From an optimization exercise on the open Yosys and OpenROAD flow, aimed at small area; shortcuts taken in it are not production practice. Function was checked by simulation only, so behaviour that the tests miss may differ from the original.

== job 6132 ==
Design servo_pwm_sweep_generator, start of the top module:
module servo_pwm_sweep_generator (
  input  logic        clk,
  input  logic        rst_n,
  input  logic        in_tvalid,
  output logic        in_tready,
  input  logic [15:0] in_tdata,
  input  logic        in_tuser,
  output logic        out_tvalid,
  input  logic        out_tready,
  output logic [15:0] out_tdata,
  input  logic        cfg_valid,
  output logic        cfg_ready,
  input  logic [1:0]  cfg_index,
  input  logic [15:0] cfg_data
);
export LEC_CHECK = 0
export CAP_MARGIN = 20
export CORE_MARGIN = 2
export CORE_UTILIZATION = 40
export CTS_BUF_LIST = sky130_fd_sc_hd__clkbuf_8
export SLEW_MARGIN = 20
export SYNTH_HIERARCHICAL = 1
create_clock -name core_clock -period 12.0 [get_ports {clk}]
standard.sh (not shown) runs the stock make flow with config.mk's settings and CLKGATE_MAP_FILE= SYNTH_SCRIPT=/design/flow/synth_recipe.tcl, a recipe that flattens the netlist after the stock synthesis.
==> flow/flow/run.sh <==
#!/bin/bash
# The standard layout, with the port buffers that buffer_ports puts on every
# input and output made the smallest buffer cell. Each tool's full output goes
# to a log file of its own in this folder (ORFS's own step logs stay under
# orfs/logs/).
set -euo pipefail
export BUFFER_PORTS_ARGS="-buffer_cell sky130_fd_sc_hd__buf_1"
bash standard.sh finish > standard_flow.log 2>&1
Input changes introduced in job 9890 (baseline for comparison: job 6132):
==> flow/flow/run.sh <==
#!/bin/bash
# The standard layout with two changes to how it is made: the port buffers
# that buffer_ports puts on every input and output are the smallest buffer
# cell, and the clock tree uses a strong root buffer with small buffers below
# it. Each tool's full output goes to a log file of its own in this folder
# (ORFS's own step logs stay under orfs/logs/).
set -euo pipefail
export BUFFER_PORTS_ARGS="-buffer_cell sky130_fd_sc_hd__buf_1"
export CTS_ARGS="-sink_clustering_enable -repair_clock_nets -root_buf sky130_fd_sc_hd__clkbuf_16 -buf_list sky130_fd_sc_hd__clkbuf_4"
bash standard.sh finish > standard_flow.log 2>&1
==> run notes <==
Delta (job 9890 minus job 6132): global-route track usage on met1 stayed essentially flat, setup slack of the critical path after layout fell by 46 ps, number of signal-net inverters in the final layout has remained practically unchanged. Final routed wirelength across all metal layers essentially unchanged between job 6132 and job 9890.
Edits applied to the flow inputs when going from job 9890 to job 3703:
Settings: changing CORE_UTILIZATION from 40 to 65.
==> flow/flow/run.sh <==
#!/bin/bash
# The standard layout, with the port buffers that buffer_ports puts on every
# input and output made the smallest buffer cell. Each tool's full output goes
# to a log file of its own in this folder (ORFS's own step logs stay under
# orfs/logs/).
set -euo pipefail
export BUFFER_PORTS_ARGS="-buffer_cell sky130_fd_sc_hd__buf_1"
bash standard.sh finish > standard_flow.log 2>&1
==> comparison <==
From job 3703 to job 9890, number of flops mapped to enable cells by yosys did not move at all. Job 3703 against job 9890: overall via count from detail_route higher, average wire per cell in the routed design higher, final-layout worst hold slack picked up an extra 13 ps. Compared to job 9890, job 3703 leaves less free space in the core. Re arrival time of data at the critical path endpoint: job 3703 is 20 ps up on job 9890. Compared with job 9890, job 3703 instantiates a smaller number of standard cells. The post-route cell area number comes out lower for job 3703 vs job 9890. As far as number of buffers added by the clock tree synthesis step goes, job 3703 and job 9890 are indistinguishable; the numbers are identical.

---

== main ==
servo_pwm_sweep_generator, a different RTL version from the one above (not shown whole).
For scale: ~1,200 cells after synthesis, roughly 59 I/O pins, about 12,000 um2 of cells after synthesis.
==> flow/design.v (excerpt) <==
module servo_pwm_sweep_generator (
  input  logic        clk,
  input  logic        rst_n,
  input  logic        in_tvalid,
  output logic        in_tready,
  input  logic [15:0] in_tdata,
  input  logic        in_tuser,
  output logic        out_tvalid,
  input  logic        out_tready,
  output logic [15:0] out_tdata,
  input  logic        cfg_valid,
  output logic        cfg_ready,
  input  logic [1:0]  cfg_index,
  input  logic [15:0] cfg_data
);
Settings: LEC_CHECK=0, CAP_MARGIN=20, CORE_MARGIN=2, CORE_UTILIZATION=40, CTS_BUF_LIST=sky130_fd_sc_hd__clkbuf_8, SLEW_MARGIN=20, SYNTH_HIERARCHICAL=1; clock period 12.0 ns.
run.sh (not shown) runs the stock make flow with config.mk's settings and CLKGATE_MAP_FILE= SYNTH_SCRIPT=/design/flow/synth_recipe.tcl, a recipe that flattens the netlist after the stock synthesis.
Stock flow here: none of the scripts above is used.
main closes out successfully: all stages finished, all timing, DRC and antenna checks passed.
Input-level comparison between the feature branch and main:
==> flow/flow/run.sh (new file) <==
#!/bin/bash
# The standard layout, with the port buffers that buffer_ports puts on every
# input and output made the smallest buffer cell. Each tool's full output goes
# to a log file of its own in this folder (ORFS's own step logs stay under
# orfs/logs/).
set -euo pipefail
export BUFFER_PORTS_ARGS="-buffer_cell sky130_fd_sc_hd__buf_1"
bash standard.sh finish > standard_flow.log 2>&1
==> flow/standard.sh (new file) <==
#!/bin/bash
# synth_recipe.tcl (not shown) runs the flow's synth.tcl, then flattens the netlist and writes it again
# the make line also repeats each setting of config.mk as NAME=value (left out here)
make -C /OpenROAD-flow-scripts/flow DESIGN_CONFIG=/design/flow/config.mk WORK_HOME=/design/flow/orfs CLKGATE_MAP_FILE= SYNTH_SCRIPT=/design/flow/synth_recipe.tcl "${@:-finish}"
removed: flow/run.sh
Results
The flow did not stop early for the feature branch: all stages ran, and the layout cleared the timing, DRC and antenna checks. Compared with main, in the feature branch wire length per cell after detailed routing lower. In the feature branch the design area turned out 2.6% lower than in main.

---

servo_pwm_sweep_generator, a different RTL version from the one above (not shown whole).
Size: roughly 1200 cells after synthesis, about 120 flip-flops, roughly 59 I/O pins.
clock: 12.0 ns
lec_check: 0
cap_margin: 20
core_margin: 2
core_utilization: 65
cts_buf_list: sky130_fd_sc_hd__clkbuf_8
gpl_timing_driven: 0
slew_margin: 20
synth_hierarchical: 1
tns_end_percent: 0
standard.sh (not shown) runs the stock make flow with config.mk's settings and CLKGATE_MAP_FILE= SYNTH_SCRIPT=/design/flow/synth_recipe.tcl, a recipe that flattens the netlist after the stock synthesis.
==> flow/flow/run.sh <==
#!/bin/bash
# The standard layout, with the port buffers that buffer_ports puts on every
# input and output made the smallest buffer cell. Each tool's full output goes
# to a log file of its own in this folder (ORFS's own step logs stay under
# orfs/logs/).
set -euo pipefail
export BUFFER_PORTS_ARGS="-buffer_cell sky130_fd_sc_hd__buf_1"
bash standard.sh finish > standard_flow.log 2>&1
Then changed:
--- a/flow/config.mk
+++ b/flow/config.mk
@@ -11,5 +11,3 @@
 export CTS_BUF_LIST = sky130_fd_sc_hd__clkbuf_8
-export GPL_TIMING_DRIVEN = 0
 export SLEW_MARGIN = 20
 export SYNTH_HIERARCHICAL = 1
-export TNS_END_PERCENT = 0
What happened: Flip-flop and latch count is unchanged; worst hold slack improves by 45 ps; worst setup slack gets better by 920 ps; routed wire length shrinks by about 1.1%; clock-buffer cell count is unchanged; via count shrinks by 1.4%; cell area is lower by about 1.8%; register-to-register slack gets better by 990 ps; final cell count is lower by 4.1%.

==> afterwards: timing with drivers on the ports <==
How much do the figures lean on ideal ports? The routed layouts below were timed once more, with nothing changed but the port constraints. Step 1 sets driving cells, clkbuf_16 on the clock port and buf_2 on the other inputs (assumed; they add their load-dependent delay and slew). Step 2, shift: input delay + t, output delay - t, t = (earliest + latest rising clock arrival at the registers) / 2. This alone moves slack from input paths to output paths. Three values: no drivers, after step 1, after step 2; two values: the first two.
run	t, ns	setup WS [ns]	worst setup path at the end
job 6132	0.474	1.565 / 1.582 / 1.108	input to register
job 9890	0.407	1.519 / 1.544 / 1.137	input to register
job 3703	0.489	1.584 / 1.605 / 1.116	input to register
main	0.483	0.779 / 0.791 / 0.308	input to register
the feature branch	0.487	1.095 / 1.112 / 0.625	input to register
the first run of note 3	0.477	0.714 / 0.733 / 0.257	input to register
the second run of note 3	0.483	1.638 / 1.661 / 1.178	input to register
After both steps setup and hold are still met in every run listed. For main, which loses most, drivers alone change the setup slack by +0.012 ns; drivers and shift together by -0.471 ns.
